What follows belongs to an exercise in optimizing a design on an open flow for small area, a short achievable clock period and few clock cycles; a production flow would make more cautious choices.
In this exercise RTL edits were held to simulation tests only and were not proved equivalent to the original.

==> flow/design.v <==
package md_pkg;
   typedef enum logic [1:0] {
      MD_MULT  = 2'b00,
      MD_MULTU = 2'b01,
      MD_DIV   = 2'b10,
      MD_DIVU  = 2'b11
   } md_op_e;
endpackage
module md_div_step (
   input  logic [33:0] x_i,
   input  logic [31:0] b_i,
   input  logic        sgn_i,
   input  logic [7:0]  y_i,
   input  logic        ym1_i,
   input  logic        top1_i,
   input  logic        cin_i,
   output logic [41:0] sum_o
);
   localparam int W = 42;
   logic [32:0]  bx;
   logic [8:0]   y;
   logic [W-1:0] r0, r1, r2, r3, r4, r5, r6;
   logic [W-1:0] s1a, c1a, s1b, c1b, s2a, c2a, s3, c3, s4, c4;
   logic [34:0]  pp [4];
   function automatic logic [W-1:0] maj(input logic [W-1:0] a, b, c);
      maj = (a & b) | (a & c) | (b & c);
   endfunction
   always_comb begin
      bx = {sgn_i & b_i[31], b_i};
      y  = {y_i, ym1_i};
      for (int i = 0; i < 4; i++) begin
         logic one, two, neg;
         one = y[2*i] ^ y[2*i+1];
         two = (y[2*i+2] & ~y[2*i+1] & ~y[2*i]) | (~y[2*i+2] & y[2*i+1] & y[2*i]);
         neg = y[2*i+2];
         pp[i] = (({35{one}} & {{2{bx[32]}}, bx}) | ({35{two}} & {bx[32], bx, 1'b0})) ^ {35{neg}};
      end
      r0 = '0;  r0[33:0]   = {~x_i[33], x_i[32:0]};
      r1 = '0;  r1[0 +: 35] = {~pp[0][34], pp[0][33:0]};
      r2 = '0;  r2[2 +: 35] = {~pp[1][34], pp[1][33:0]};
      r3 = '0;  r3[4 +: 35] = {~pp[2][34], pp[2][33:0]};
      r4 = '0;  r4[6 +: 35] = {~pp[3][34], pp[3][33:0]};
      r5 = '0;
      if (top1_i) r5[8 +: 33] = bx;
      r5[0] = y[2];
      r6 = (W'(0) - (W'(1) << 33) - (W'(1) << 34) - (W'(1) << 36) - (W'(1) << 38) - (W'(1) << 40));
      r6[0] = cin_i;
      r6[2] = y[4];
      r6[4] = y[6];
      r6[6] = y[8];
      s1a = r0 ^ r1 ^ r2;  c1a = maj(r0, r1, r2) << 1;
      s1b = r3 ^ r4 ^ r5;  c1b = maj(r3, r4, r5) << 1;
      s2a = s1a ^ c1a ^ s1b;  c2a = maj(s1a, c1a, s1b) << 1;
      s3  = s2a ^ c2a ^ c1b;  c3  = maj(s2a, c2a, c1b) << 1;
      s4  = s3 ^ c3 ^ r6;     c4  = maj(s3, c3, r6) << 1;
      sum_o = s4 + c4;
   end
endmodule
import md_pkg::*;
module md_ctrl (
   input  logic        clk,
   input  logic        rst_n,
   input  logic        md_start,
   input  logic [1:0]  md_op,
   input  logic [31:0] md_a,
   input  logic [31:0] md_b,
   input  logic        md_flush,
   input  logic        md_rd_hi,
   input  logic        md_rd_lo,
   input  logic        md_wr_hi,
   input  logic        md_wr_lo,
   output logic        md_stall,
   output logic        md_busy,
   output logic        md_done,
   output logic [31:0] hi,
   output logic [31:0] lo
);
   logic        busy_q, done_q;
   logic        st_mul_q, st_nega_q, st_prep_q, st_div_q, st_fixq_q, st_fixr_q;
   logic [4:0]  cnt_q;
   logic        sgn_q, sa_q, sb_q, ym1_q, hx_q;
   logic [31:0] hi_q, lo_q, b_q;
   logic        accept, signed_op;
   assign accept    = !busy_q && md_start && !md_flush;
   assign signed_op = !md_op[0];
   function automatic logic [5:0] lzc32(input logic [31:0] x);
      lzc32 = 6'd32;
      for (int i = 0; i < 32; i++) if (x[i]) lzc32 = 31 - i;
   endfunction
   logic [33:0] dp_x;
   logic [7:0]  dp_y;
   logic        dp_ym1, dp_top1, dp_cin;
   logic [41:0] dp_sum;
   logic        st_neglo, last;
   assign st_neglo = st_nega_q | st_fixq_q;
   assign last     = (cnt_q == 5'd0);
   always_comb begin
      dp_x    = {2'b11, ~hi_q};                        
      dp_y    = 8'd0;
      dp_ym1  = 1'b0;
      dp_top1 = 1'b0;
      dp_cin  = 1'b0;
      if (st_mul_q) begin
         dp_x    = {hx_q, hx_q, hi_q};
         dp_y    = lo_q[7:0];
         dp_ym1  = ym1_q;
         dp_top1 = last & !sgn_q & lo_q[7];
      end else if (st_div_q) begin
         dp_x    = {1'b0, hi_q, lo_q[31]};
         dp_y    = {8{~sb_q}};
         dp_ym1  = sb_q;
      end else begin
         if (st_neglo) dp_x = {2'b11, ~lo_q};
         dp_cin = 1'b1;
      end
   end
   md_div_step u_step (
      .x_i    (dp_x),
      .b_i    (b_q),
      .sgn_i  (sgn_q),
      .y_i    (dp_y),
      .ym1_i  (dp_ym1),
      .top1_i (dp_top1),
      .cin_i  (dp_cin),
      .sum_o  (dp_sum)
   );
   logic q;
   assign q = !dp_sum[41];
   logic [5:0]  lza, lzb;
   logic [6:0]  sdiff;
   logic [5:0]  s;                   
   logic [5:0]  t;
   logic [31:0] rot, mask;
   logic        dvz, qneg;
   assign lza   = lzc32(lo_q);
   assign lzb   = lzc32(sb_q ? ~b_q : b_q);
   assign dvz   = (b_q == 32'd0);
   assign qneg  = (sa_q ^ sb_q) && !dvz;
   assign sdiff = {1'b0, lzb} - {1'b0, lza} + 7'd1;
   always_comb begin
      if (lzb == 6'd32)                   s = 6'd32;
      else if (sdiff[6] || sdiff == 7'd0) s = 6'd0;
      else                                s = sdiff[5:0];
   end
   assign t = 6'd32 - s;
   always_comb begin
      rot = lo_q;
      for (int k = 0; k < 5; k++)
         if (t[k]) rot = (rot << (1 << k)) | (rot >> (32 - (1 << k)));
   end
   assign mask = t[5] ? 32'd0 : (32'hFFFF_FFFF << t[4:0]);
   always_ff @(posedge clk or negedge rst_n) begin
      if (!rst_n) begin
         busy_q    <= 1'b0;
         done_q    <= 1'b0;
         st_mul_q  <= 1'b0;
         st_nega_q <= 1'b0;
         st_prep_q <= 1'b0;
         st_div_q  <= 1'b0;
         st_fixq_q <= 1'b0;
         st_fixr_q <= 1'b0;
         cnt_q     <= 5'd0;
         hi_q      <= 32'd0;
         lo_q      <= 32'd0;
      end else begin
         done_q <= 1'b0;
         if (!busy_q) begin
            if (accept) begin
               busy_q    <= 1'b1;
               st_mul_q  <= !md_op[1];
               st_nega_q <= md_op[1] && signed_op && md_a[31];
               st_prep_q <= md_op[1] && !(signed_op && md_a[31]);
               cnt_q     <= 5'd3;
               hi_q      <= 32'd0;
               lo_q      <= md_a;
            end else if (!md_flush && !md_start) begin
               if (md_wr_hi) hi_q <= md_a;
               if (md_wr_lo) lo_q <= md_a;
            end
         end else if (st_mul_q) begin
            hi_q  <= dp_sum[39:8];
            lo_q  <= {dp_sum[7:0], lo_q[31:8]};
            cnt_q <= cnt_q - 5'd1;
            if (last) begin
               st_mul_q <= 1'b0;
               busy_q   <= 1'b0;
               done_q   <= 1'b1;
            end
         end else if (st_nega_q) begin
            lo_q      <= dp_sum[31:0];
            st_nega_q <= 1'b0;
            st_prep_q <= 1'b1;
         end else if (st_prep_q) begin
            st_prep_q <= 1'b0;
            hi_q      <= rot & ~mask;
            lo_q      <= rot & mask;
            cnt_q     <= s[4:0] - 5'd1;
            if (s != 6'd0) begin
               st_div_q <= 1'b1;
            end else if (sa_q) begin
               st_fixr_q <= 1'b1;
            end else begin
               busy_q <= 1'b0;
               done_q <= 1'b1;
            end
         end else if (st_div_q) begin
            hi_q  <= q ? dp_sum[31:0] : {hi_q[30:0], lo_q[31]};
            lo_q  <= {lo_q[30:0], q};
            cnt_q <= cnt_q - 5'd1;
            if (last) begin
               st_div_q <= 1'b0;
               if (qneg) begin
                  st_fixq_q <= 1'b1;
               end else if (sa_q) begin
                  st_fixr_q <= 1'b1;
               end else begin
                  busy_q <= 1'b0;
                  done_q <= 1'b1;
               end
            end
         end else if (st_fixq_q) begin
            lo_q      <= dp_sum[31:0];
            st_fixq_q <= 1'b0;
            if (sa_q) begin
               st_fixr_q <= 1'b1;
            end else begin
               busy_q <= 1'b0;
               done_q <= 1'b1;
            end
         end else begin
            hi_q      <= dp_sum[31:0];
            st_fixr_q <= 1'b0;
            busy_q    <= 1'b0;
            done_q    <= 1'b1;
         end
      end
   end
   always_ff @(posedge clk) begin
      if (accept) begin
         b_q   <= md_b;
         sgn_q <= signed_op;
         sa_q  <= signed_op && md_a[31];
         sb_q  <= signed_op && md_b[31];
      end
      if (accept) begin
         ym1_q <= 1'b0;
         hx_q  <= 1'b0;
      end else if (st_mul_q) begin
         ym1_q <= lo_q[7];
         hx_q  <= dp_sum[40];
      end
   end
   assign md_busy  = busy_q;
   assign md_done  = done_q;
   assign hi       = hi_q;
   assign lo       = lo_q;
   assign md_stall = busy_q && (md_start || md_rd_hi || md_rd_lo || md_wr_hi || md_wr_lo);
endmodule
==> flow/run.sh <==
#!/bin/bash
# synth_recipe.tcl (not shown) runs the flow's synth.tcl, then flattens the netlist and writes it again
# the make line also repeats each setting of config.mk as NAME=value (left out here)
make -C /OpenROAD-flow-scripts/flow DESIGN_CONFIG=/design/flow/config.mk WORK_HOME=/design/flow/orfs CLKGATE_MAP_FILE= SYNTH_SCRIPT=/design/flow/synth_recipe.tcl finish
==> flow/config.mk <==
export PLATFORM = sky130hd
export DESIGN_NAME = md_ctrl
export DESIGN_NICKNAME = md_ctrl
export VERILOG_FILES = /design/flow/design.v
export SDC_FILE = /design/flow/constraint.sdc
export NUM_CORES = 4
export LEC_CHECK = 0
export ABC_CLOCK_PERIOD_IN_PS = 6000
export CAP_MARGIN = 20
export CORE_MARGIN = 2
export CORE_UTILIZATION = 40
export SETUP_SLACK_MARGIN = 5
export SLEW_MARGIN = 20
==> flow/constraint.sdc <==
create_clock -name core_clock -period 12.0 [get_ports {clk}]
set_input_delay 2.4000 -clock core_clock [delete_from_list [all_inputs] [get_ports {clk}]]
set_output_delay 2.4000 -clock core_clock [all_outputs]
set_load 0.01 [all_outputs]
==> impl_results.md, run 1 <==
* Clock latency (worst-skew pair) at about 0.5 ns
* Synthesized netlist cell count at 2,617
* I/O pin count at 141
* Main synth FF type: dfrtp_1
* Slew HR at approximately 25%
* Setup CP Type: reg -> reg
* Yosys top cell by area: fa_1
* Clock-pin slew on the worst setup and hold paths at approximately 0.070 ns
* Layout area overhead at 21.8%
* DP HPWL at 83,000 um
* Area after DPL at 23,100 um2
* Cell Count, Final, Fillers Out at 3,436
* Fill cells at 5,064
* YS warnings at 3
* GRT Total Usage at 40.6%
* First-pass GRT wire length at 158,000 um
* Setup TNS at 0 ns
* #FFs+latches synth at 113
* Clock root buffer master: clkbuf_16
* Die Ht at 234 um
* Slew @ Worst Pin at 1.12 ns
* Vias per cell at 6.82
* Routed length per instance at around 34 um
* Max cap viols at 0
* Die ar. at 54,600 um2
* Total wire length at 116,000 um
* Antenna violations before repair at 3
* Initial Utilization at about two fifths
* Setup violators final at 0
* TritonCTS clock tree: done
* Hold Vio Cnt, Final at 0
* Area contributors post-synth: fa_1 12%, dfrtp_1 9.0%, ha_1 6.8%, xnor2_1 6.6%, a22oi_1 5.1%
* Synthesized area per cell at 8.06 um2
* Crit path launch type: flop
* Netlist cell types at 95
* Period utilization at between 50% and 60%
* Clock Tree Buf Depth at 2
* Sequential Area at 3030 um2
* Total gr overflow at 0
* Nets at 3,050
* CP bufs+invs at 3
* Critical path, cell by cell: buf_6, a2111o_1, a31oi_1, o21ai_0, a32oi_2, nor3_1, o21bai_1, a221oi_2, o2111ai_1, nand4_1, ha_2, ha_2, fa_1, xnor2_1, xor2_2, o211ai_4, buf_4, buf_6, mux2_2, mux4_2, o21ai_1, o32a_1
* GP Congestion at around 1.1
* Worst hold path class: reg -> reg
* DR pass1 iterations at 8
* # DRC at 0
* Post-synth EDFFs at 35
* Design area at 25,700 um2
* Multi-input logic area at 17,000 um2
* Required time worst endpoint at 12.45 ns
* ANT nets after route at 0
* Fin crit period at 6.96 ns
* Number of global-route vias before repair at 22,100
* Delay-heaviest family, CP: compound AO/OA/AOI/OAI gates
* Cts hold-fix bufs at 0
* Slowest CP cell: mux4_2
* DIE WIDTH at ~230 um
* Initial DRC Count at between 3,000 and 4,000
* Floorplan Core Area at around 52,000 um2
* Crit Path Max Fanout at 37
* Core Rows at 84
* Outcome: complete, no violations
* Worst path arrival time at 7.40 ns
* Synthesized cell area at 21,100 um2
* RSZ-0062 raised after global routing: no
* CP max stage delay at roughly 0.60 ns
* Share of layout cells above drive strength 1 at 15.4%
* Crit. End Element: flop
* Number of CTS-inserted buffers at 17
* Sink Count at 113
* Setup Skew at 0.0138 ns
* Fmax at about 0.14 GHz
* PortBufs at 140
* Via Count at between 20,000 and 25,000
* Pin count of the biggest net entering global routing at 62
* Share of the synthesized area in the top cell type at roughly 12%
* Synth async-reset ratio at between 60 and 70%
* Placed insts at 3,291
* Syn nets at 2,936
* H-Tree Depth at 4
* Final Max Slew Viols at 0
* Sequential fraction of the synthesis area at 14.2%
==> sequential cells by signal (all words and copies together), names as in the netlist, 5 cells and up <==
signal  cells
b_q        32
cnt_q       5
hi_q       32
lo_q       32
==> cells by family after synthesis <==
logic type / count (synthesis) / share of synthesized area, %
xor gates and xnor gates: 176 / 7.31
AOI/OAI and AO/OA: 855 / 28.4
other: 1 / 0.0178
and+or+nand+nor: 640 / 14.7
muxes: 119 / 7.61
buffers and inverters: 468 / 8.55
DFF: 113 / 14.2
adders and majority gates: 245 / 19.2
==> layout make-up <==
class | instances | area share [%]
diodes | 4 | 0.0389
clock buffers | 17 | 1.66
clock inverters | 15 | 0.482
inverters | 238 | 3.60
multi-input cells | 2036 | 66.1
flip-flops and latches | 113 | 11.8
well taps | 688 | 3.35
repair buffers | 325 | 12.9
==> cell usage after synthesis (26+ instances only) <==
master / n
a211oi_1: 74
a21o_1: 33
a21oi_1: 163
a221oi_1: 45
a22oi_1: 142
a31oi_1: 41
and2_1: 39
and3_1: 26
clkbuf_1: 194
dfrtp_1: 76
edfxtp_1: 35
fa_1: 131
ha_1: 114
inv_1: 232
mux2_2: 26
mux2i_1: 60
mux4_2: 29
nand2_1: 184
nand3_1: 42
nor2_1: 162
nor2b_1: 39
nor3_1: 41
o21ai_0: 105
o22ai_1: 27
xnor2_1: 158
==> per-layer routing <==
layer	global-route usage [%]	vias up	part of all wire, %	wire length (um)
li1	-	9776	-	-
met1	50.1	11500	37	43500
met2	62.2	1707	43	50500
met3	10.9	486	11	12400
met4	27.1	2	8.3	9680
met5	0	-	0.011	13
==> worst reg2reg max path, delay by kind of cell, from the launching register on <==
kind            cells  cell delay [ns]
simple gates        2             0.37
compound gates     10             2.33
buf+inv             3             0.95
flops               1             0.48
fa+ha+maj           3             0.96
xor+xnor            2             0.77
mux                 2             1.04
==> worst paths after layout <==
| kind | slack (ns) | depth (start not counted) | end | startpoint |
|---|---|---|---|---|
| max in group asynchronous | 8.86 | 2 | lo_q[1]$_DFFE_PN0P_ | rst_n |
| hold / removal | 0.47 | 2 | hx_q$_SDFFE_PP0P_ | hx_q$_SDFFE_PP0P_ |
| setup / recovery | 5.04 | 22 | hi_q[28]$_DFFE_PN0P_ | sb_q$_DFFE_PP_ |
| setup reg to reg | 5.04 | 22 | hi_q[28]$_DFFE_PN0P_ | sb_q$_DFFE_PP_ |
| hold reg to reg | 0.47 | 2 | hx_q$_SDFFE_PP0P_ | hx_q$_SDFFE_PP0P_ |
| min in group asynchronous | 1.79 | 1 | lo_q[17]$_DFFE_PN0P_ | rst_n |
==> layout by cell type, fill, tap and decap left out, drive strengths merged, types with 18 or more instances in the layout <==
cell / count
nor2: 162
a211oi: 77
fa: 131
ha: 114
buf: 172
clkdlybuf4s50: 139
mux4: 29
a21o: 33
nor4: 23
inv: 243
a31oi: 41
edfxtp: 35
o31ai: 20
dfrtp: 76
a221oi: 46
and2: 39
a22oi: 142
mux2: 28
o211ai: 18
mux2i: 62
xnor2: 158
a21oi: 163
xor2: 18
nand3: 42
and3: 26
nor2b: 39
o22ai: 31
nor3: 41
o21ai: 115
clkbuf: 30
nand2: 184
o21a: 18
==> per-stage QoR <==
stage / setup slack, ns / util (%) / hold WS (ns)
after floorplan: 5.06 / - / 0.432
after global placement: 2.61 / 44.2 / 0.440
after detailed placement: 2.99 / 44.2 / 0.449
after CTS: 4.99 / 46.7 / 0.459
after global routing: 4.90 / 49.1 / 0.508
final: 5.04 / 49.1 / 0.466
==> what timing repair did <==
item / CTS / global route
gates resized for setup: 88 / 126
setup endpoints to repair: 65 / 59
gates cloned: 1 / 13
pin swaps: 10 / 36
hold endpoints to repair: 0 / 0
buffers inserted: 42 / 53
Testbench counts, summed over its fixed seeds: cycles 28,416.
==> run 2: changes to the inputs <==
--- a/flow/design.v
+++ b/flow/design.v
@@ -10,15 +10,15 @@
    input  logic [33:0] x_i,
    input  logic [31:0] b_i,
    input  logic        sgn_i,
-   input  logic [7:0]  y_i,
-   input  logic        ym1_i,
+   input  logic [3:0]  one_i,
+   input  logic [3:0]  two_i,
+   input  logic [3:0]  neg_i,
    input  logic        top1_i,
    input  logic        cin_i,
    output logic [41:0] sum_o
 );
    localparam int W = 42;
    logic [32:0]  bx;
-   logic [8:0]   y;
    logic [W-1:0] r0, r1, r2, r3, r4, r5, r6;
    logic [W-1:0] s1a, c1a, s1b, c1b, s2a, c2a, s3, c3, s4, c4;
    logic [34:0]  pp [4];
@@ -27,32 +27,27 @@
    endfunction
    always_comb begin
       bx = {sgn_i & b_i[31], b_i};
-      y  = {y_i, ym1_i};
-      for (int i = 0; i < 4; i++) begin
-         logic one, two, neg;
-         one = y[2*i] ^ y[2*i+1];
-         two = (y[2*i+2] & ~y[2*i+1] & ~y[2*i]) | (~y[2*i+2] & y[2*i+1] & y[2*i]);
-         neg = y[2*i+2];
-         pp[i] = (({35{one}} & {{2{bx[32]}}, bx}) | ({35{two}} & {bx[32], bx, 1'b0})) ^ {35{neg}};
-      end
-      r0 = '0;  r0[33:0]   = {~x_i[33], x_i[32:0]};
+      for (int i = 0; i < 4; i++)
+         pp[i] = (({35{one_i[i]}} & {{2{bx[32]}}, bx}) | ({35{two_i[i]}} & {bx[32], bx, 1'b0}))
+                 ^ {35{neg_i[i]}};
+      r0 = '0;  r0[33:0]    = {~x_i[33], x_i[32:0]};
       r1 = '0;  r1[0 +: 35] = {~pp[0][34], pp[0][33:0]};
       r2 = '0;  r2[2 +: 35] = {~pp[1][34], pp[1][33:0]};
       r3 = '0;  r3[4 +: 35] = {~pp[2][34], pp[2][33:0]};
       r4 = '0;  r4[6 +: 35] = {~pp[3][34], pp[3][33:0]};
       r5 = '0;
       if (top1_i) r5[8 +: 33] = bx;
-      r5[0] = y[2];
+      r5[0] = neg_i[0];
       r6 = (W'(0) - (W'(1) << 33) - (W'(1) << 34) - (W'(1) << 36) - (W'(1) << 38) - (W'(1) << 40));
       r6[0] = cin_i;
-      r6[2] = y[4];
-      r6[4] = y[6];
-      r6[6] = y[8];
-      s1a = r0 ^ r1 ^ r2;  c1a = maj(r0, r1, r2) << 1;
-      s1b = r3 ^ r4 ^ r5;  c1b = maj(r3, r4, r5) << 1;
+      r6[2] = neg_i[1];
+      r6[4] = neg_i[2];
+      r6[6] = neg_i[3];
+      s1a = r0 ^ r1 ^ r2;     c1a = maj(r0, r1, r2) << 1;
+      s1b = r3 ^ r4 ^ r6;     c1b = maj(r3, r4, r6) << 1;
       s2a = s1a ^ c1a ^ s1b;  c2a = maj(s1a, c1a, s1b) << 1;
       s3  = s2a ^ c2a ^ c1b;  c3  = maj(s2a, c2a, c1b) << 1;
-      s4  = s3 ^ c3 ^ r6;     c4  = maj(s3, c3, r6) << 1;
+      s4  = s3 ^ c3 ^ r5;     c4  = maj(s3, c3, r5) << 1;
       sum_o = s4 + c4;
    end
 endmodule
@@ -78,49 +73,46 @@
    logic        busy_q, done_q;
    logic        st_mul_q, st_nega_q, st_prep_q, st_div_q, st_fixq_q, st_fixr_q;
    logic [4:0]  cnt_q;
-   logic        sgn_q, sa_q, sb_q, ym1_q, hx_q;
+   logic        sgn_q, sa_q, sb_q, hx_q;
+   logic [3:0]  one_q, two_q, neg_q;
+   logic        top1_q;
    logic [31:0] hi_q, lo_q, b_q;
    logic        accept, signed_op;
    assign accept    = !busy_q && md_start && !md_flush;
    assign signed_op = !md_op[0];
+   function automatic logic [11:0] booth8(input logic [7:0] y8, input logic ym1);
+      logic [8:0] y;
+      y = {y8, ym1};
+      for (int i = 0; i < 4; i++) begin
+         booth8[i]     = y[2*i] ^ y[2*i+1];
+         booth8[4 + i] = (y[2*i+2] & ~y[2*i+1] & ~y[2*i]) | (~y[2*i+2] & y[2*i+1] & y[2*i]);
+         booth8[8 + i] = y[2*i+2] & ~(y[2*i+1] & y[2*i]);
+      end
+   endfunction
    function automatic logic [5:0] lzc32(input logic [31:0] x);
       lzc32 = 6'd32;
       for (int i = 0; i < 32; i++) if (x[i]) lzc32 = 31 - i;
    endfunction
    logic [33:0] dp_x;
-   logic [7:0]  dp_y;
-   logic        dp_ym1, dp_top1, dp_cin;
+   logic        dp_cin;
    logic [41:0] dp_sum;
-   logic        st_neglo, last;
-   assign st_neglo = st_nega_q | st_fixq_q;
-   assign last     = (cnt_q == 5'd0);
-   always_comb begin
-      dp_x    = {2'b11, ~hi_q};                        
-      dp_y    = 8'd0;
-      dp_ym1  = 1'b0;
-      dp_top1 = 1'b0;
-      dp_cin  = 1'b0;
-      if (st_mul_q) begin
-         dp_x    = {hx_q, hx_q, hi_q};
-         dp_y    = lo_q[7:0];
-         dp_ym1  = ym1_q;
-         dp_top1 = last & !sgn_q & lo_q[7];
-      end else if (st_div_q) begin
-         dp_x    = {1'b0, hi_q, lo_q[31]};
-         dp_y    = {8{~sb_q}};
-         dp_ym1  = sb_q;
-      end else begin
-         if (st_neglo) dp_x = {2'b11, ~lo_q};
-         dp_cin = 1'b1;
-      end
+   logic        last;
+   assign last   = (cnt_q == 5'd0);
+   assign dp_cin = st_nega_q | st_fixq_q | st_fixr_q;
+   always_comb begin
+      if (st_mul_q)                    dp_x = {hx_q, hx_q, hi_q};
+      else if (st_div_q)               dp_x = {1'b0, hi_q, lo_q[31]};
+      else if (st_nega_q | st_fixq_q)  dp_x = {2'b11, ~lo_q};
+      else                             dp_x = {2'b11, ~hi_q};
    end
    md_div_step u_step (
       .x_i    (dp_x),
       .b_i    (b_q),
       .sgn_i  (sgn_q),
-      .y_i    (dp_y),
-      .ym1_i  (dp_ym1),
-      .top1_i (dp_top1),
+      .one_i  (one_q),
+      .two_i  (two_q),
+      .neg_i  (neg_q),
+      .top1_i (top1_q),
       .cin_i  (dp_cin),
       .sum_o  (dp_sum)
    );
@@ -242,12 +234,19 @@
          sa_q  <= signed_op && md_a[31];
          sb_q  <= signed_op && md_b[31];
       end
+      if (accept)        hx_q <= 1'b0;
+      else if (st_mul_q) hx_q <= dp_sum[40];
       if (accept) begin
-         ym1_q <= 1'b0;
-         hx_q  <= 1'b0;
+         {neg_q, two_q, one_q} <= md_op[1] ? 12'd0 : booth8(md_a[7:0], 1'b0);
+         top1_q                <= 1'b0;
       end else if (st_mul_q) begin
-         ym1_q <= lo_q[7];
-         hx_q  <= dp_sum[40];
+         {neg_q, two_q, one_q} <= booth8(lo_q[15:8], lo_q[7]);
+         top1_q                <= (cnt_q == 5'd1) && !sgn_q && lo_q[15];
+      end else if (st_prep_q) begin
+         {neg_q, two_q, one_q} <= (s != 6'd0) ? {3'd0, ~sb_q, 4'd0, 4'd1} : 12'd0;
+         top1_q                <= 1'b0;
+      end else if (st_div_q && last) begin
+         {neg_q, two_q, one_q} <= 12'd0;
       end
    end
    assign md_busy  = busy_q;
==> run 2 against run 1 <==
Effect of this change:
- cell area up 1.1%
- worst hold slack improved by 0.056 ns
- maximum frequency grew 0.29%
- synthesized cell count up 5.2%
- first-iteration DRC count is 0.49% higher
- area after synthesis increased by 3.5%
- register-to-register slack better by 0.02 ns
==> impl_results.md, run 2 <==
* Hold Vio Cnt, Final at 0 (unchanged)
* WP depth at 22 (unchanged)
* Fmax at 0.144 GHz (about the same)
* R2R cell count at 22 (unchanged)
* Initial DRC Count at 3,055 (was 3,040)
* # DRC at 0 (unchanged)
* #FFs+latches synth at 126 (was 113)
* Setup CP Type: reg -> reg (unchanged)
* GRT Total Usage at 41.4% (was 40.6%)
* Synthesized area per cell at 7.93 um2 (was 8.06 um2)
* Syn nets at 3,077 (was 2,936)
* Yosys top cell by area: fa_1 (unchanged)
* Cell with the most instances after synthesis: inv_1 (unchanged)
* Area contributors post-synth: fa_1 12%, dfrtp_1 8.8%, ha_1 6.9%, edfxtp_1 6.5%, xnor2_1 5.7% (was fa_1 12%, dfrtp_1 9.0%, ha_1 6.8%, xnor2_1 6.6%, a22oi_1 5.1%)
* Clock-pin slew on the worst setup and hold paths at 0.08 ns (was 0.07 ns)
* Clock root buffer master: clkbuf_16 (unchanged)
* Slew HR at 25.5% (was 24.6%)
* Netlist cell types at 93 (was 95)
* Synthesized cell area at 21,800 um2 (was 21,100 um2)
* Slowest CP cell: o41ai_1 (was mux4_2)
* Number of CTS-inserted buffers at 17 (unchanged)
* YS warnings at 3 (unchanged)
* Fill cells at 5,310 (was 5,064)
* Initial Utilization at 40.5% (was 40.3%)
* Clock latency (worst-skew pair) at 0.50 ns (was 0.51 ns)
* ANT nets after route at 0 (unchanged)
* R2r startpoint: lo_q[10]$_DFFE_PN0P_ (was sb_q$_DFFE_PP_)
* First-pass GRT wire length at 169,000 um (was 158,000 um)
* Sink Count at 126 (was 113)
* Delay-heaviest family, CP: adder cells (was compound AO/OA/AOI/OAI gates)
* Setup Skew at 0.0129 ns (was 0.0138 ns)
* Crit path launch type: flop (unchanged)
* Required time worst endpoint at 12.37 ns (was 12.45 ns)
* Critical path, cell by cell: buf_4, clkinvlp_4, o21ai_0, nor2_1, a211oi_1, a21oi_1, fa_1, inv_1, fa_1, fa_1, fa_1, inv_1, ha_4, o2111ai_1, or4b_4, o211ai_1, buf_4, o21a_1, nor4b_2, o41ai_1, xor2_1, a221o_1 (was buf_6, a2111o_1, a31oi_1, o21ai_0, a32oi_2, nor3_1, o21bai_1, a221oi_2, o2111ai_1, nand4_1, ha_2, ha_2, fa_1, xnor2_1, xor2_2, o211ai_4, buf_4, buf_6, mux2_2, mux4_2, o21ai_1, o32a_1)
* Worst hold margin at 0.523 ns (was 0.466 ns)
* DIE WIDTH at 238 um (was 234 um)
* Synth async-reset ratio at 61.1% (was 67.3%)
* CP bufs+invs at 5 (was 3)
* Die ar. at 56,500 um2 (was 54,600 um2)
* Vias per cell at 6.83 (was 6.82)
* Pin count of the biggest net entering global routing at 60 (was 62)
* Core Rows at 85 (was 84)
* Period utilization at 57.8% (was 58.0%)
* Worst hold stages at 2 (unchanged)
* Synthesized netlist cell count at 2,753 (was 2,617)
* CP max stage delay at 0.62 ns (was 0.60 ns)
* Cts hold-fix bufs at 0 (unchanged)
* Hold_sp: st_fixr_q$_DFFE_PN0P_ (was hx_q$_SDFFE_PP0P_)
* Routed length per instance at 33.5 um (was 33.8 um)
* Layout area overhead at 19.0% (was 21.8%)
* Nets at 3,159 (was 3,050)
* Die Ht at 238 um (was 234 um)
* Share of the synthesized area in the top cell type at 11.9% (was 12.4%)
* Sequential fraction of the synthesis area at 15.5% (was 14.2%)
* R2R Setup Slk at 5.06 ns (was 5.04 ns)
* Via Count at 24,200 (was 23,400)
* PortBufs at 140 (unchanged)
* Most frequent CP cell: fa_1
* Reg-to-reg endpoint: hi_q[29]$_DFFE_PN0P_ (was hi_q[28]$_DFFE_PN0P_)
* Number of global-route vias before repair at 23,300 (was 22,100)
* Outcome: complete, no violations (unchanged)
* Setup TNS at 0 ns (unchanged)
* Crit. End Element: flop (unchanged)
* Main synth FF type: dfrtp_1 (unchanged)
* Biggest regs: b_q: 32 flops, hi_q: 32 flops, lo_q: 32 flops (unchanged)
* Floorplan Core Area at 53,900 um2 (was 52,300 um2)
* Most common cell after layout, fill and taps aside: inv_1 (unchanged)
* Post-synth EDFFs at 47 (was 35)
* Total wire length at 119,000 um (was 116,000 um)
* Setup violators final at 0 (unchanged)
* Synth cell count leaders: 288 x inv_1, 219 x nand2_1, 203 x a21oi_1, 196 x clkbuf_1, 181 x nor2_1 (was 232 x inv_1, 194 x clkbuf_1, 184 x nand2_1, 163 x a21oi_1, 162 x nor2_1)
* TritonCTS clock tree: done (unchanged)
* Commonest non-fill, non-tap cells in the layout: 282 x inv_1, 219 x nand2_1, 187 x a21oi_1 (was 227 x inv_1, 180 x nand2_1, 152 x xnor2_1)
* DP HPWL at 85,300 um (was 83,000 um)
* H-Tree Depth at 4 (unchanged)
* Worst path arrival time at 7.31 ns (was 7.40 ns)
* Post-layout util at 48.2% (was 49.1%)
* Share of layout cells above drive strength 1 at 14.1% (was 15.4%)
* GP Congestion at 1.04 (was 1.07)
* Crit Path Max Fanout at 10 (was 37)
* Slew @ Worst Pin at 1.11 ns (was 1.12 ns)
* Clock Tree Buf Depth at 2 (unchanged)
* Worst hold path class: reg -> reg (unchanged)
* Crit path launch: lo_q[10]$_DFFE_PN0P_ (was sb_q$_DFFE_PP_)
* Total gr overflow at 0 (unchanged)
* Max cap viols at 0 (unchanged)
* Antenna violations before repair at 6 (was 3)
* I/O pin count at 141 (unchanged)
* Final Max Slew Viols at 0 (unchanged)
* RSZ-0062 raised after global routing: yes (was no)
* DR pass1 iterations at 8 (unchanged)
* Fin crit period at 6.94 ns (was 6.96 ns)
* Hold Path End: st_fixr_q$_DFFE_PN0P_ (was hx_q$_SDFFE_PP0P_)
==> run 2: cell types whose count changed after synthesis, sizes merged, moves of 15 or more <==
cell and delta:
nor2 +20, a21oi +40, nand2 +35, o211ai +31
inv +57, and2 -24, a21o -16, xnor2 -15
==> run 2: what timing repair did <==
action | CTS | global route
cloned | 7 | 3
setup endpoints to repair | 69 | 65
buffers inserted | 51 | 29
resized for setup | 91 | 81
pin swaps | 8 | 17
==> run 2: cells by family (layout without fill, tap and decap cells) <==
kind of cell    Yosys count  after routing  share of synthesized area, %
compound gates          913            913                          29.0
simple gates            644            645                          13.6
buf+inv                 537            631                          9.53
fa+ha+maj               250            250                          18.8
xor+xnor                168            168                          6.74
flops                   126            126                          15.5
mux                     115            115                          6.82
other cells               0              1                             0
==> run 2: area by class of cell <==
class / count / area [um2] / share of cell area [%]
Sequential cell: 126 / 3410 / 13.1
Clock inverter: 15 / 141 / 0.544
Multi-Input combinational cell: 2091 / 17000 / 65.5
Clock buffer: 17 / 425 / 1.64
Inverter: 292 / 1130 / 4.36
Timing Repair Buffer: 306 / 2990 / 11.5
Tap cell: 696 / 871 / 3.35
Timing Repair inverter: 1 / 7.51 / 0.0289
Antenna cell: 1 / 2.50 / 0.00963
==> run 2: per-layer routing <==
layer	routed length (um)	part of all wire (%)	vias up	track usage [%]
li1	-	-	10200	-
met1	44700	38	11900	51.0
met2	51900	44	1669	64.3
met3	12400	10	451	10.4
met4	9700	8.2	2	26.9
met5	13	0.011	-	0
==> run 2: metrics by stage <==
stage	cells	worst slack [ns]	area (um2)
6_report	3545	5.06	26000
3_5_place_dp	3422	3.34	23800
2_1_floorplan	2753	5.03	21800
3_3_place_gp	3422	3.49	23800
5_1_grt	3545	4.93	26000
4_1_cts	3512	4.98	25300
==> run 2: worst reg2reg max path, cell delays in order (launching register included) <==
cell,delay (ns)
dfrtp_1,0.34
buf_4,0.29
clkinvlp_4,0.42
o21ai_0,0.28
nor2_1,0.06
a211oi_1,0.22
a21oi_1,0.11
fa_1,0.50
inv_1,0.05
fa_1,0.49
fa_1,0.44
fa_1,0.52
inv_1,0.08
ha_4,0.30
o2111ai_1,0.13
or4b_4,0.57
o211ai_1,0.22
buf_4,0.21
o21a_1,0.16
nor4b_2,0.09
o41ai_1,0.62
xor2_1,0.32
a221o_1,0.37
==> run 2: how the worst max path moves through the flow <==
stage          slack, ns                   end
2_1_floorplan       5.03  hi_q[11]$_DFFE_PN0P_
3_3_place_gp        3.49  lo_q[14]$_DFFE_PN0P_
3_5_place_dp        3.34  hi_q[18]$_DFFE_PN0P_
4_1_cts             4.98  hi_q[30]$_DFFE_PN0P_
5_1_grt             4.93   hi_q[9]$_DFFE_PN0P_
6_report            5.06  hi_q[29]$_DFFE_PN0P_
Testbench counts of run 2, summed over its fixed seeds: cycles 28,416.
==> run 3: changes to the inputs <==
--- a/flow/config.mk
+++ b/flow/config.mk
@@ -5,7 +5,7 @@
 export SDC_FILE = /design/flow/constraint.sdc
 export NUM_CORES = 4
 export LEC_CHECK = 0
-export ABC_CLOCK_PERIOD_IN_PS = 6000
+export ABC_AREA = 1
 export CAP_MARGIN = 20
 export CORE_MARGIN = 2
 export CORE_UTILIZATION = 40
==> run 3 against run 2 <==
Effect of this change:
- still clean on timing, DRC and antenna
- cell area decreased by 3.4%
- via count increased by 2.2%
- clock skew increased by 0.0095 ns
- synthesized cell count increased by 11%
- routed wire length decreased by 0.69%
- critical path type unchanged
- critical endpoint is now hi_q[19]$_DFFE_PN0P_
==> impl_results.md, run 3 <==
* Outcome: complete, no violations (unchanged)
* Synth async-reset ratio at 61.1% (unchanged)
* WL met2 at 49,600 um (was 51,900 um)
* R2R cell count at 23 (was 22)
* Core Rows at 84 (was 85)
* R2R Setup Slk at 4.95 ns (was 5.06 ns)
* RSZ-0062 raised after global routing: no (was yes)
* Setup Skew at 0.0224 ns (was 0.0129 ns)
* Worst path arrival time at 7.42 ns (was 7.31 ns)
* Metal3 WL at 14,600 um (was 12,400 um)
* Share of layout cells above drive strength 1 at 9.35% (was 14.1%)
* Worst hold path class: reg -> reg (unchanged)
* Final Max Slew Viols at 0 (unchanged)
* Main synth FF type: dfrtp_1 (unchanged)
* Nets at 3,498 (was 3,159)
* Critical path, cell by cell: nor2_4, buf_4, buf_4, o21ai_0, o21ai_0, o21ai_2, fa_1, inv_1, fa_1, fa_1, fa_1, inv_1, ha_1, a21oi_4, o21a_1, o21ai_0, a21oi_1, nand2_1, xnor2_1, o21ai_0, o21bai_1, nand2_1, a21oi_1 (was buf_4, clkinvlp_4, o21ai_0, nor2_1, a211oi_1, a21oi_1, fa_1, inv_1, fa_1, fa_1, fa_1, inv_1, ha_4, o2111ai_1, or4b_4, o211ai_1, buf_4, o21a_1, nor4b_2, o41ai_1, xor2_1, a221o_1)
* Slew HR at 12.4% (was 25.5%)
* Fmax at 0.142 GHz (was 0.144 GHz)
* Netlist cell types at 58 (was 93)
* Number of global-route vias before repair at 23,500 (was 23,300)
* CP bufs+invs at 4 (was 5)
* Die Ht at 234 um (was 238 um)
* TritonCTS clock tree: done (unchanged)
* M1 WL at 43,900 um (was 44,700 um)
* Commonest non-fill, non-tap cells in the layout: 504 x nand2_1, 424 x inv_1, 286 x nand3_1 (was 282 x inv_1, 219 x nand2_1, 187 x a21oi_1)
* Initial DRC Count at 3,590 (was 3,055)
* Layout area overhead at 18.8% (was 19.0%)
* Period utilization at 58.8% (was 57.8%)
* Cts hold-fix bufs at 0 (unchanged)
* Floorplan Core Area at 52,300 um2 (was 53,900 um2)
* Share of the synthesized area in the top cell type at 12.3% (was 11.9%)
* Total gr overflow at 0 (unchanged)
* GP Congestion at 1.08 (was 1.04)
* Pin count of the biggest net entering global routing at 64 (was 60)
* Fin crit period at 7.05 ns (was 6.94 ns)
* Worst hold stages at 2 (unchanged)
* Routed length per instance at 30.4 um (was 33.5 um)
* Via Count at 24,800 (was 24,200)
* GRT Total Usage at 42.0% (was 41.4%)
* Crit path launch type: flop (unchanged)
* Biggest regs: b_q: 32 flops, hi_q: 32 flops, lo_q: 32 flops (unchanged)
* Initial Utilization at 40.4% (was 40.5%)
* Area contributors post-synth: fa_1 12%, dfrtp_1 9.1%, nand2_1 9.0%, inv_1 7.7%, ha_1 7.1% (was fa_1 12%, dfrtp_1 8.8%, ha_1 6.9%, edfxtp_1 6.5%, xnor2_1 5.7%)
* Antenna violations before repair at 7 (was 6)
* Clock root buffer master: clkbuf_16 (unchanged)
* DIE WIDTH at 234 um (was 238 um)
* DP Worst Slack at 3.41 ns (was 3.34 ns)
* Multi-input logic area at 15,600 um2 (was 17,000 um2)
* YS warnings at 3 (unchanged)
* Setup CP Type: reg -> reg (unchanged)
* Clock Tree Buf Depth at 2 (unchanged)
* Design area at 25,100 um2 (was 26,000 um2)
* Sequential Area at 3390 um2 (was 3410 um2)
* Post-synth EDFFs at 47 (unchanged)
* First-pass GRT wire length at 164,000 um (was 169,000 um)
* Max cap viols at 0 (unchanged)
* Cell with the most instances after synthesis: nand2_1 (was inv_1)
* Setup TNS at 0 ns (unchanged)
* H-Tree Depth at 4 (unchanged)
* Die ar. at 54,700 um2 (was 56,500 um2)
* ANT nets after route at 0 (unchanged)
* Post-layout util at 47.9% (was 48.2%)
* WP depth at 23 (was 22)
* Synthesized netlist cell count at 3,048 (was 2,753)
* Syn nets at 3,372 (was 3,077)
* Crit path launch: st_nega_q$_DFFE_PN0P_ (was lo_q[10]$_DFFE_PN0P_)
* Synthesized cell area at 21,100 um2 (was 21,800 um2)
* Area after DPL at 23,100 um2 (was 23,800 um2)
* Synthesized area per cell at 6.93 um2 (was 7.93 um2)
* Sequential fraction of the synthesis area at 16.0% (was 15.5%)
* Fill cells at 5,412 (was 5,310)
* DR pass1 iterations at 9 (was 8)
* R2r startpoint: st_nega_q$_DFFE_PN0P_ (was lo_q[10]$_DFFE_PN0P_)
* PortBufs at 140 (unchanged)
* Most common cell after layout, fill and taps aside: nand2_1 (was inv_1)
* Number of CTS-inserted buffers at 17 (unchanged)
* Setup violators final at 0 (unchanged)
* #FFs+latches synth at 126 (unchanged)
* Vias per cell at 6.39 (was 6.83)
* Uppermost layer routed: met5 (unchanged)
* Worst setup slack after layout at 4.95 ns (was 5.06 ns)
* DP HPWL at 86,300 um (was 85,300 um)
* Synth cell count leaders: 508 x nand2_1, 436 x inv_1, 298 x nand3_1, 204 x a21oi_1, 190 x o21ai_0 (was 288 x inv_1, 219 x nand2_1, 203 x a21oi_1, 196 x clkbuf_1, 181 x nor2_1)
* Required time worst endpoint at 12.37 ns (about the same)
* Sink Count at 126 (unchanged)
* I/O pin count at 141 (unchanged)
* Clock-pin slew on the worst setup and hold paths at 0.07 ns (was 0.08 ns)
* Slowest CP cell: xnor2_1 (was o41ai_1)
* Crit Path Max Fanout at 10 (unchanged)
* CP max stage delay at 0.90 ns (was 0.62 ns)
* Clock latency (worst-skew pair) at 0.50 ns (about the same)
* Hold Vio Cnt, Final at 0 (unchanged)
* Hold_sp: top1_q$_SDFFE_PP0P_ (was st_fixr_q$_DFFE_PN0P_)
* Yosys top cell by area: fa_1 (unchanged)
* Delay-heaviest family, CP: adder cells (unchanged)
* # DRC at 0 (unchanged)
* Crit. End Element: flop (unchanged)
* Slew @ Worst Pin at 1.30 ns (was 1.11 ns)
* Total wire length at 118,000 um (was 119,000 um)
run 3: final cells by class:
class / instances / area share [%]
Tap cell: 688 / 3.43
Multi-Input combinational cell: 2284 / 62.2
Sequential cell: 126 / 13.5
Timing Repair inverter: 2 / 0.0598
Inverter: 467 / 7.32
Clock inverter: 15 / 0.583
Timing Repair Buffer: 276 / 11.1
Clock buffer: 17 / 1.70
Antenna cell: 2 / 0.0199
run 3: cells by family after synthesis:
family,synth area share (%)
DFF,16.0
AOI/OAI and AO/OA,22.5
xor gates and xnor gates,8.44
buffers and inverters,11.9
adders and majority gates,19.4
and+or+nand+nor,21.7
run 3: path summary, 6_finish.rpt:
| check | end |
|---|---|
| max in group asynchronous | st_nega_q$_DFFE_PN0P_ |
| min in group asynchronous | lo_q[26]$_DFFE_PN0P_ |
| max reg2reg | hi_q[19]$_DFFE_PN0P_ |
| min reg2reg | top1_q$_SDFFE_PP0P_ |
| min | top1_q$_SDFFE_PP0P_ |
| max | hi_q[19]$_DFFE_PN0P_ |
run 3: worst reg2reg max path: cells and delay by family, from the launching register on:
kind | cells | cell delay [ns]
AO/OA/AOI/OAI | 10 | 2.13
XOR/XNOR | 1 | 0.90
adder cells (fa/ha/maj) | 5 | 2.48
buffers and inverters | 4 | 0.38
flip-flops | 1 | 0.59
AND/OR/NAND/NOR | 3 | 0.47
run 3: stage by stage:
stage | hold WS (ns) | instances
after global routing | 0.496 | 3875
after CTS | 0.475 | 3822
after global placement | 0.459 | 3755
after detailed placement | 0.464 | 3757
final | 0.474 | 3877
after floorplan | 0.468 | 3048
run 3: layer usage:
metal | vias up | GRT usage, %
met5 | - | 0
met4 | 4 | 28.0
met3 | 476 | 12.3
met2 | 1846 | 62.5
met1 | 11800 | 52.7
li1 | 10600 | -
run 3: timing repair:
| action | 4_1_cts | 5_1_grt |
|---|---|---|
| setup endpoints to repair | 65 | 64 |
| gates cloned | 7 | 7 |
| gates resized for setup | 60 | 92 |
| pin swaps | 3 | 24 |
| buffers inserted | 26 | 46 |
==> run 4: changes to the inputs <==
==> flow/flow/run.sh (new file) <==
#!/bin/bash
set -euo pipefail
bash standard.sh SETUP_SLACK_MARGIN=6 finish > make_finish.log 2>&1
==> flow/standard.sh (new file) <==
#!/bin/bash
# synth_recipe.tcl (not shown) runs the flow's synth.tcl, then flattens the netlist and writes it again
# the make line also repeats each setting of config.mk as NAME=value (left out here)
make -C /OpenROAD-flow-scripts/flow DESIGN_CONFIG=/design/flow/config.mk WORK_HOME=/design/flow/orfs CLKGATE_MAP_FILE= SYNTH_SCRIPT=/design/flow/synth_recipe.tcl "${@:-finish}"
--- a/flow/config.mk
+++ b/flow/config.mk
@@ -5,7 +5,7 @@
 export SDC_FILE = /design/flow/constraint.sdc
 export NUM_CORES = 4
 export LEC_CHECK = 0
-export ABC_AREA = 1
+export ABC_CLOCK_PERIOD_IN_PS = 6000
 export CAP_MARGIN = 20
 export CORE_MARGIN = 2
 export CORE_UTILIZATION = 40
removed: flow/run.sh
==> run 4 against run 3 <==
Effect of this change:
- still clean on timing, DRC and antenna
- via count is 1.5% higher
- register-to-register slack better by 0.30 ns
- area after synthesis is 3.3% higher
- non-clock buffer count is 160 higher
- worst hold slack better by 0.058 ns
- flip-flop and latch count stayed put
- cell area is 17% higher
==> impl_results.md, run 4 <==
* Antenna violations before repair at 5 (was 7)
* Slowest CP cell: dfrtp_2 (was xnor2_1)
* DP HPWL at 85,600 um (was 86,300 um)
* Setup CP Type: reg -> reg (unchanged)
* Share of the synthesized area in the top cell type at 11.9% (was 12.3%)
* Syn nets at 3,077 (was 3,372)
* Required time worst endpoint at 12.40 ns (was 12.37 ns)
* GP Congestion at 1.02 (was 1.08)
* Worst hold path class: reg -> reg (unchanged)
* Routed length per instance at 33.3 um (was 30.4 um)
* R2R Setup Slk at 5.25 ns (was 4.95 ns)
* Via Count at 25,100 (was 24,800)
* # DRC at 0 (unchanged)
* YS warnings at 3 (unchanged)
* CP bufs+invs at 7 (was 4)
* #FFs+latches synth at 126 (unchanged)
* Slew HR at 18.2% (was 12.4%)
* Cell Count, Final, Fillers Out at 3,681 (was 3,877)
* Initial Utilization at 40.5% (was 40.4%)
* ANT nets after route at 0 (unchanged)
* Worst hold stages at 2 (unchanged)
* Hold_sp: st_fixr_q$_DFFE_PN0P_ (was top1_q$_SDFFE_PP0P_)
* I/O pin count at 141 (unchanged)
* Pin count of the biggest net entering global routing at 55 (was 64)
* Max cap viols at 0 (unchanged)
* Slew @ Worst Pin at 1.21 ns (was 1.30 ns)
* CP max stage delay at 0.67 ns (was 0.90 ns)
* Die Ht at 238 um (was 234 um)
* Die ar. at 56,500 um2 (was 54,700 um2)
* TritonCTS clock tree: done (unchanged)
* Area after DPL at 23,900 um2 (was 23,100 um2)
* Setup TNS at 0 ns (unchanged)
* Area contributors post-synth: fa_1 12%, dfrtp_1 8.8%, ha_1 6.9%, edfxtp_1 6.5%, xnor2_1 5.7% (was fa_1 12%, dfrtp_1 9.1%, nand2_1 9.0%, inv_1 7.7%, ha_1 7.1%)
* Number of global-route vias before repair at 24,100 (was 23,500)
* Synth cell count leaders: 288 x inv_1, 219 x nand2_1, 203 x a21oi_1, 196 x clkbuf_1, 181 x nor2_1 (was 508 x nand2_1, 436 x inv_1, 298 x nand3_1, 204 x a21oi_1, 190 x o21ai_0)
* RSZ-0062 raised after global routing: yes (was no)
* Synthesized area per cell at 7.93 um2 (was 6.93 um2)
* Post-synth EDFFs at 47 (unchanged)
* Nets at 3,289 (was 3,498)
* Crit Path Max Fanout at 11 (was 10)
* Synthesized netlist cell count at 2,753 (was 3,048)
* Clock latency (worst-skew pair) at 0.50 ns (about the same)
* DP Worst Slack at 3.70 ns (was 3.41 ns)
* Yosys top cell by area: fa_1 (unchanged)
* Total wire length at 123,000 um (was 118,000 um)
* Worst setup slack after layout at 5.25 ns (was 4.95 ns)
* Biggest regs: b_q: 32 flops, hi_q: 32 flops, lo_q: 32 flops (unchanged)
* Main synth FF type: dfrtp_1 (unchanged)
* Most common cell after layout, fill and taps aside: inv_1 (was nand2_1)
* Number of CTS-inserted buffers at 17 (unchanged)
* Fill cells at 5,014 (was 5,412)
* Design area at 29,300 um2 (was 25,100 um2)
* Crit. End Element: flop (unchanged)
* Crit path launch type: flop (unchanged)
* Most frequent CP cell: fa_1
* Fmax at 0.148 GHz (was 0.142 GHz)
* Reg-to-reg endpoint: hi_q[6]$_DFFE_PN0P_ (was hi_q[19]$_DFFE_PN0P_)
* Hold Path End: st_fixr_q$_DFFE_PN0P_ (was top1_q$_SDFFE_PP0P_)
* Cell with the most instances after synthesis: inv_1 (was nand2_1)
* DR pass1 iterations at 8 (was 9)
* Fin crit period at 6.75 ns (was 7.05 ns)
* Setup violators final at 0 (unchanged)
* Clock Tree Buf Depth at 2 (unchanged)
* DIE WIDTH at 238 um (was 234 um)
* Setup Skew at 0.0122 ns (was 0.0224 ns)
* Netlist cell types at 93 (was 58)
* Placed insts at 3,414 (was 3,757)
* R2r startpoint: lo_q[28]$_DFFE_PN0P_ (was st_nega_q$_DFFE_PN0P_)
* Total gr overflow at 0 (unchanged)
* Clock root buffer master: clkbuf_16 (unchanged)
* R2R cell count at 26 (was 23)
* Final Max Slew Viols at 0 (unchanged)
* Worst path arrival time at 7.15 ns (was 7.42 ns)
* Commonest non-fill, non-tap cells in the layout: 265 x inv_1, 222 x buf_4, 203 x nand2_1 (was 504 x nand2_1, 424 x inv_1, 286 x nand3_1)
* Core Rows at 85 (was 84)
* Synthesized cell area at 21,800 um2 (was 21,100 um2)
* Floorplan Core Area at 53,900 um2 (was 52,300 um2)
* Share of layout cells above drive strength 1 at 26.0% (was 9.35%)
* H-Tree Depth at 4 (unchanged)
* Sink Count at 126 (unchanged)
* GRT Total Usage at 42.1% (was 42.0%)
* Period utilization at 56.2% (was 58.8%)
* Hold Vio Cnt, Final at 0 (unchanged)
* Delay-heaviest family, CP: adder cells (unchanged)
* Clock-pin slew on the worst setup and hold paths at 0.07 ns (about the same)
* First-pass GRT wire length at 172,000 um (was 164,000 um)
* Layout area overhead at 34.1% (was 18.8%)
* Outcome: complete, no violations (unchanged)
* Initial DRC Count at 3,193 (was 3,590)
* Sequential fraction of the synthesis area at 15.5% (was 16.0%)
* Synth async-reset ratio at 61.1% (unchanged)
* PortBufs at 140 (unchanged)
* Vias per cell at 6.82 (was 6.39)
-- run 4: cell types whose count changed after synthesis, moves of 70 or more --
cell and change:
a22oi_1 +129, nand3_1 -250, o21ai_0 -76, nand2_1 -289
clkbuf_1 +70, inv_1 -148, xnor2_1 +102, o22ai_1 -115
xor2_1 -132
-- run 4: through the flow --
stage / hold slack, ns / utilization [%]
4_1_cts: 0.514 / 50.0
3_5_place_dp: 0.498 / 44.4
2_1_floorplan: 0.458 / -
6_report: 0.532 / 54.3
5_1_grt: 0.553 / 54.2
3_3_place_gp: 0.494 / 44.3
-- run 4: metal layers --
layer	global-route usage, %	up-vias	share of wire, %
met5	0	-	0.081
met4	31.1	4	9.1
met3	13.4	527	11
met2	65.8	1687	44
met1	48.4	12500	36
li1	-	10400	-
-- run 4: logic make-up (layout without fill, tap and decap cells) --
family	Yosys count	after routing	synth area share [%]
buffers and inverters	537	762	9.53
multiplexers	115	115	6.82
AND/OR/NAND/NOR	644	644	13.6
adder cells (fa/ha/maj)	250	250	18.8
other	0	7	0
XOR/XNOR	168	168	6.74
flip-flops	126	126	15.5
AO/OA/AOI/OAI	913	913	29.0
-- run 4: worst max path at each step --
stage / start / to / slack [ns] / cells past startpoint
after detailed placement: lo_q[1]$_DFFE_PN0P_ / hi_q[12]$_DFFE_PN0P_ / 3.70 / 29
final: lo_q[28]$_DFFE_PN0P_ / hi_q[6]$_DFFE_PN0P_ / 5.25 / 26
after CTS: st_fixq_q$_DFFE_PN0P_ / hi_q[18]$_DFFE_PN0P_ / 5.24 / 27
after floorplan: st_nega_q$_DFFE_PN0P_ / hi_q[13]$_DFFE_PN0P_ / 5.71 / 26
after global routing: st_nega_q$_DFFE_PN0P_ / hi_q[2]$_DFFE_PN0P_ / 5.11 / 27
after global placement: b_q[1]$_DFFE_PP_ / hi_q[12]$_DFFE_PN0P_ / 3.84 / 28
-- run 4: timing repair --
| action | 4_1_cts | 5_1_grt |
|---|---|---|
| resized for setup | 282 | 281 |
| buffers inserted | 108 | 101 |
| hold buffers | 0 | 0 |
| endpoints found under the setup margin | 75 | 68 |
| gates cloned | 12 | 6 |
| pin swaps | 75 | 125 |
-- run 4: worst register-to-register path, stage by stage, from the launching register on --
cell      delay [ns]
dfrtp_2         0.67
inv_1           0.31
o21ai_0         0.23
nor2_1          0.06
a211oi_1        0.29
a21oi_2         0.12
fa_1            0.50
inv_1           0.05
fa_1            0.49
fa_1            0.43
fa_1            0.60
inv_1           0.08
ha_1            0.31
nor3_1          0.32
o21ai_2         0.13
nand2_2         0.10
nand2_1         0.09
o31ai_4         0.41
o41ai_4         0.12
mux2i_4         0.21
buf_12          0.16
buf_8           0.13
buf_16          0.13
buf_12          0.12
mux2i_1         0.12
o211a_1         0.25
a221oi_2        0.23
-- run 4: area by class of cell --
cell class | instances | area, um2 | share of cell area (%)
sequential | 126 | 3420 | 11.7
antenna | 7 | 17.5 | 0.0599
timing repair inverter | 2 | 16.3 | 0.0556
timing repair buffer | 436 | 4410 | 15.1
clock buffer | 22 | 508 | 1.74
clock inverter | 10 | 75.1 | 0.257
tap | 696 | 871 | 2.98
inverter | 292 | 1170 | 3.99
multi-input combinational | 2090 | 18800 | 64.1
==> run 5: changes to the inputs <==
--- a/flow/design.v
+++ b/flow/design.v
@@ -19,8 +19,8 @@
 );
    localparam int W = 42;
    logic [32:0]  bx;
-   logic [W-1:0] r0, r1, r2, r3, r4, r5, r6;
-   logic [W-1:0] s1a, c1a, s1b, c1b, s2a, c2a, s3, c3, s4, c4;
+   logic [W-1:0] r0, r1, r2, r3, r4, r5;
+   logic [W-1:0] s1a, c1a, s1b, c1b, s2, c2, s3, c3;
    logic [34:0]  pp [4];
    function automatic logic [W-1:0] maj(input logic [W-1:0] a, b, c);
       maj = (a & b) | (a & c) | (b & c);
@@ -30,25 +30,27 @@
       for (int i = 0; i < 4; i++)
          pp[i] = (({35{one_i[i]}} & {{2{bx[32]}}, bx}) | ({35{two_i[i]}} & {bx[32], bx, 1'b0}))
                  ^ {35{neg_i[i]}};
-      r0 = '0;  r0[33:0]    = {~x_i[33], x_i[32:0]};
+      r0 = '0;
+      r0[32:0] = x_i[32:0];
+      r0[33]   = x_i[33];
+      r0[34]   = ~x_i[33];
+      r0[35]   = 1'b1;
+      r0[37]   = 1'b1;
+      r0[39]   = 1'b1;
+      r0[41]   = 1'b1;
       r1 = '0;  r1[0 +: 35] = {~pp[0][34], pp[0][33:0]};
-      r2 = '0;  r2[2 +: 35] = {~pp[1][34], pp[1][33:0]};
-      r3 = '0;  r3[4 +: 35] = {~pp[2][34], pp[2][33:0]};
-      r4 = '0;  r4[6 +: 35] = {~pp[3][34], pp[3][33:0]};
+      r2 = '0;  r2[2 +: 35] = {~pp[1][34], pp[1][33:0]};  r2[0] = neg_i[0];
+      r3 = '0;  r3[4 +: 35] = {~pp[2][34], pp[2][33:0]};  r3[2] = neg_i[1];
+      r4 = '0;  r4[6 +: 35] = {~pp[3][34], pp[3][33:0]};  r4[4] = neg_i[2];
       r5 = '0;
       if (top1_i) r5[8 +: 33] = bx;
-      r5[0] = neg_i[0];
-      r6 = (W'(0) - (W'(1) << 33) - (W'(1) << 34) - (W'(1) << 36) - (W'(1) << 38) - (W'(1) << 40));
-      r6[0] = cin_i;
-      r6[2] = neg_i[1];
-      r6[4] = neg_i[2];
-      r6[6] = neg_i[3];
+      r5[6] = neg_i[3];
+      r5[0] = cin_i;
       s1a = r0 ^ r1 ^ r2;     c1a = maj(r0, r1, r2) << 1;
-      s1b = r3 ^ r4 ^ r6;     c1b = maj(r3, r4, r6) << 1;
-      s2a = s1a ^ c1a ^ s1b;  c2a = maj(s1a, c1a, s1b) << 1;
-      s3  = s2a ^ c2a ^ c1b;  c3  = maj(s2a, c2a, c1b) << 1;
-      s4  = s3 ^ c3 ^ r5;     c4  = maj(s3, c3, r5) << 1;
-      sum_o = s4 + c4;
+      s1b = r3 ^ r4 ^ r5;     c1b = maj(r3, r4, r5) << 1;
+      s2  = s1a ^ c1a ^ s1b;  c2  = maj(s1a, c1a, s1b) << 1;
+      s3  = s2 ^ c2 ^ c1b;    c3  = maj(s2, c2, c1b) << 1;
+      sum_o = s3 + c3;
    end
 endmodule
 import md_pkg::*;
==> flow/run.sh (new file) <==
#!/bin/bash
# synth_recipe.tcl (not shown) runs the flow's synth.tcl, then flattens the netlist and writes it again
# the make line also repeats each setting of config.mk as NAME=value (left out here)
make -C /OpenROAD-flow-scripts/flow DESIGN_CONFIG=/design/flow/config.mk WORK_HOME=/design/flow/orfs CLKGATE_MAP_FILE= SYNTH_SCRIPT=/design/flow/synth_recipe.tcl finish
removed: flow/flow/run.sh
removed: flow/standard.sh
==> run 5 against run 4 <==
Effect of this change:
- flip-flop and latch count unchanged
- via count decreased by 11%
- setup slack got worse by 0.14 ns
- maximum frequency decreased by 2.1%
- routed wire length decreased by 14%
- critical path type unchanged
- largest cell class unchanged
==> impl_results.md, run 5 <==
* DP HPWL at 77,000 um (was 85,600 um)
* Layout area overhead at 16.6% (was 34.1%)
* Post-synth EDFFs at 47 (unchanged)
* Crit path to: hi_q[27]$_DFFE_PN0P_ (was hi_q[6]$_DFFE_PN0P_)
* Setup Skew at 0.0175 ns (was 0.0122 ns)
* #FFs+latches synth at 126 (unchanged)
* GP Congestion at 1.05 (was 1.02)
* DR pass1 iterations at 7 (was 8)
* Commonest non-fill, non-tap cells in the layout: 237 x inv_1, 197 x a21oi_1, 183 x nand2_1 (was 265 x inv_1, 222 x buf_4, 203 x nand2_1)
* PortBufs at 140 (unchanged)
* Netlist cell types at 93 (unchanged)
* R2r startpoint: st_nega_q$_DFFE_PN0P_ (was lo_q[28]$_DFFE_PN0P_)
* Sink Count at 126 (unchanged)
* Synth async-reset ratio at 61.1% (unchanged)
* YS warnings at 3 (unchanged)
* Synth cell count leaders: 237 x inv_1, 202 x a21oi_1, 195 x clkbuf_1, 183 x nand2_1, 174 x nor2_1 (was 288 x inv_1, 219 x nand2_1, 203 x a21oi_1, 196 x clkbuf_1, 181 x nor2_1)
* Clock root buffer master: clkbuf_16 (unchanged)
* Die ar. at 53,900 um2 (was 56,500 um2)
* Biggest regs: b_q: 32 flops, hi_q: 32 flops, lo_q: 32 flops (unchanged)
* Share of layout cells above drive strength 1 at 10.9% (was 26.0%)
* Syn nets at 2,907 (was 3,077)
* Setup CP Type: reg -> reg (unchanged)
* Hold Vio Cnt, Final at 0 (unchanged)
* Antenna violations before repair at 5 (unchanged)
* Main synth FF type: dfrtp_1 (unchanged)
* Synthesized cell area at 20,800 um2 (was 21,800 um2)
* Initial Utilization at 40.5% (about the same)
* Placed insts at 3,284 (was 3,414)
* Outcome: complete, no violations (unchanged)
* Cell with the most instances after synthesis: inv_1 (unchanged)
* Cell Count, Final, Fillers Out at 3,375 (was 3,681)
* Worst path arrival time at 7.23 ns (was 7.15 ns)
* Number of global-route vias before repair at 21,900 (was 24,100)
* DP Worst Slack at 3.77 ns (was 3.70 ns)
* ANT nets after route at 0 (unchanged)
* R2R cell count at 25 (was 26)
* Worst hold margin at 0.470 ns (was 0.532 ns)
* M1 WL at 39,100 um (was 44,000 um)
* Core Rows at 83 (was 85)
* Fmax at 0.145 GHz (was 0.148 GHz)
* Final Max Slew Viols at 0 (unchanged)
* Period utilization at 57.4% (was 56.2%)
* I/O pin count at 141 (unchanged)
* Crit path launch: st_nega_q$_DFFE_PN0P_ (was lo_q[28]$_DFFE_PN0P_)
* Crit Path Max Fanout at 36 (was 11)
* RSZ-0062 raised after global routing: no (was yes)
run 5: how the worst min path moves through the flow:
stage                        endpoint  slack (ns)               from  cells after the start
floorplan           hx_q$_SDFFE_PP0P_        0.44  hx_q$_SDFFE_PP0P_                      2
global placement    hx_q$_SDFFE_PP0P_        0.45  hx_q$_SDFFE_PP0P_                      2
detailed placement  hx_q$_SDFFE_PP0P_        0.46  hx_q$_SDFFE_PP0P_                      2
CTS                 hx_q$_SDFFE_PP0P_        0.47  hx_q$_SDFFE_PP0P_                      2
global route        hx_q$_SDFFE_PP0P_        0.49  hx_q$_SDFFE_PP0P_                      2
finish              hx_q$_SDFFE_PP0P_        0.47  hx_q$_SDFFE_PP0P_                      2
run 5: final cells by class:
class / count / area, um2
fill: 5051 / 27100
multi-input combinational: 2019 / 15900
sequential: 126 / 3390
timing repair buffer: 276 / 2580
inverter: 240 / 930
tap: 680 / 851
clock buffer: 17 / 425
clock inverter: 15 / 195
timing repair inverter: 1 / 8.76
antenna: 1 / 2.50
run 5: worst max-delay path, stage by stage (launching register included):
cell,delay [ns]
dfrtp_1,0.35
buf_6,0.33
nor2_4,0.09
buf_4,0.19
clkbuf_16,0.22
a211oi_1,0.27
a211oi_1,0.08
a21oi_1,0.39
fa_1,0.50
inv_1,0.08
fa_1,0.40
inv_1,0.08
fa_1,0.42
ha_1,0.36
a21o_1,0.21
a21o_1,0.21
a311oi_4,0.39
o31ai_4,0.15
a21o_2,0.31
a31o_2,0.29
nor4_4,0.32
buf_4,0.20
buf_6,0.21
mux2i_1,0.35
o22ai_1,0.16
a2bb2oi_1,0.15
run 5: routing by layer:
metal / track usage, % / up-vias
li1: - / 9540
met3: 10.6 / 439
met4: 25.3 / 2
met1: 47.4 / 10900
met5: 0 / -
met2: 61.0 / 1544
run 5: through the flow:
stage	instance area [um2]
floorplan	20800
global placement	22700
detailed placement	22700
CTS	23800
global route	24300
finish	24300
run 5: repair_timing:
| item | in CTS | in global routing |
|---|---|---|
| pin swaps | 3 | 10 |
| resized for setup | 49 | 51 |
| setup endpoints to repair | 65 | 65 |
| cloned | 2 | 3 |
| buffers inserted | 29 | 23 |
run 5: logic make-up after synthesis:
group	count (synthesis)	synth area share (%)
AOI/OAI and AO/OA	864	28.4
and+or+nand+nor	638	14.5
buffers and inverters	477	9.08
adders and majority gates	211	17.5
xor gates and xnor gates	179	7.53
muxes	127	6.76
DFF	126	16.2
Testbench counts of run 5, summed over its fixed seeds: cycles 28,416.

## static timing again, ports no longer ideal
How much do the figures lean on ideal ports? The routed layouts below were timed once more, with nothing changed but the port constraints.
Step 1 sets driving cells, clkbuf_16 on the clock port and buf_2 on the other inputs (assumed; they add their load-dependent delay and slew).
Step 2 times the ports against the registers' clock, not the clock port: input delays grow and output delays shrink by t, the midpoint of the rising clock arrivals with the driver on.
Slacks: ideal / step 1 / step 2; pairs: ideal / step 1.
run	t, ns	setup slack, ns	worst data-port slew with drivers (ns)
run 1	0.571	5.044 / 5.044 / 5.044	0.10
run 2	0.556	5.063 / 5.063 / 5.063	0.06
run 3	0.548	4.949 / 4.949 / 4.949	0.06
run 4	0.550	5.251 / 5.251 / 5.251	0.05
run 5	0.553	5.108 / 5.108 / 5.108	0.05
After both steps every run listed still meets setup and hold.
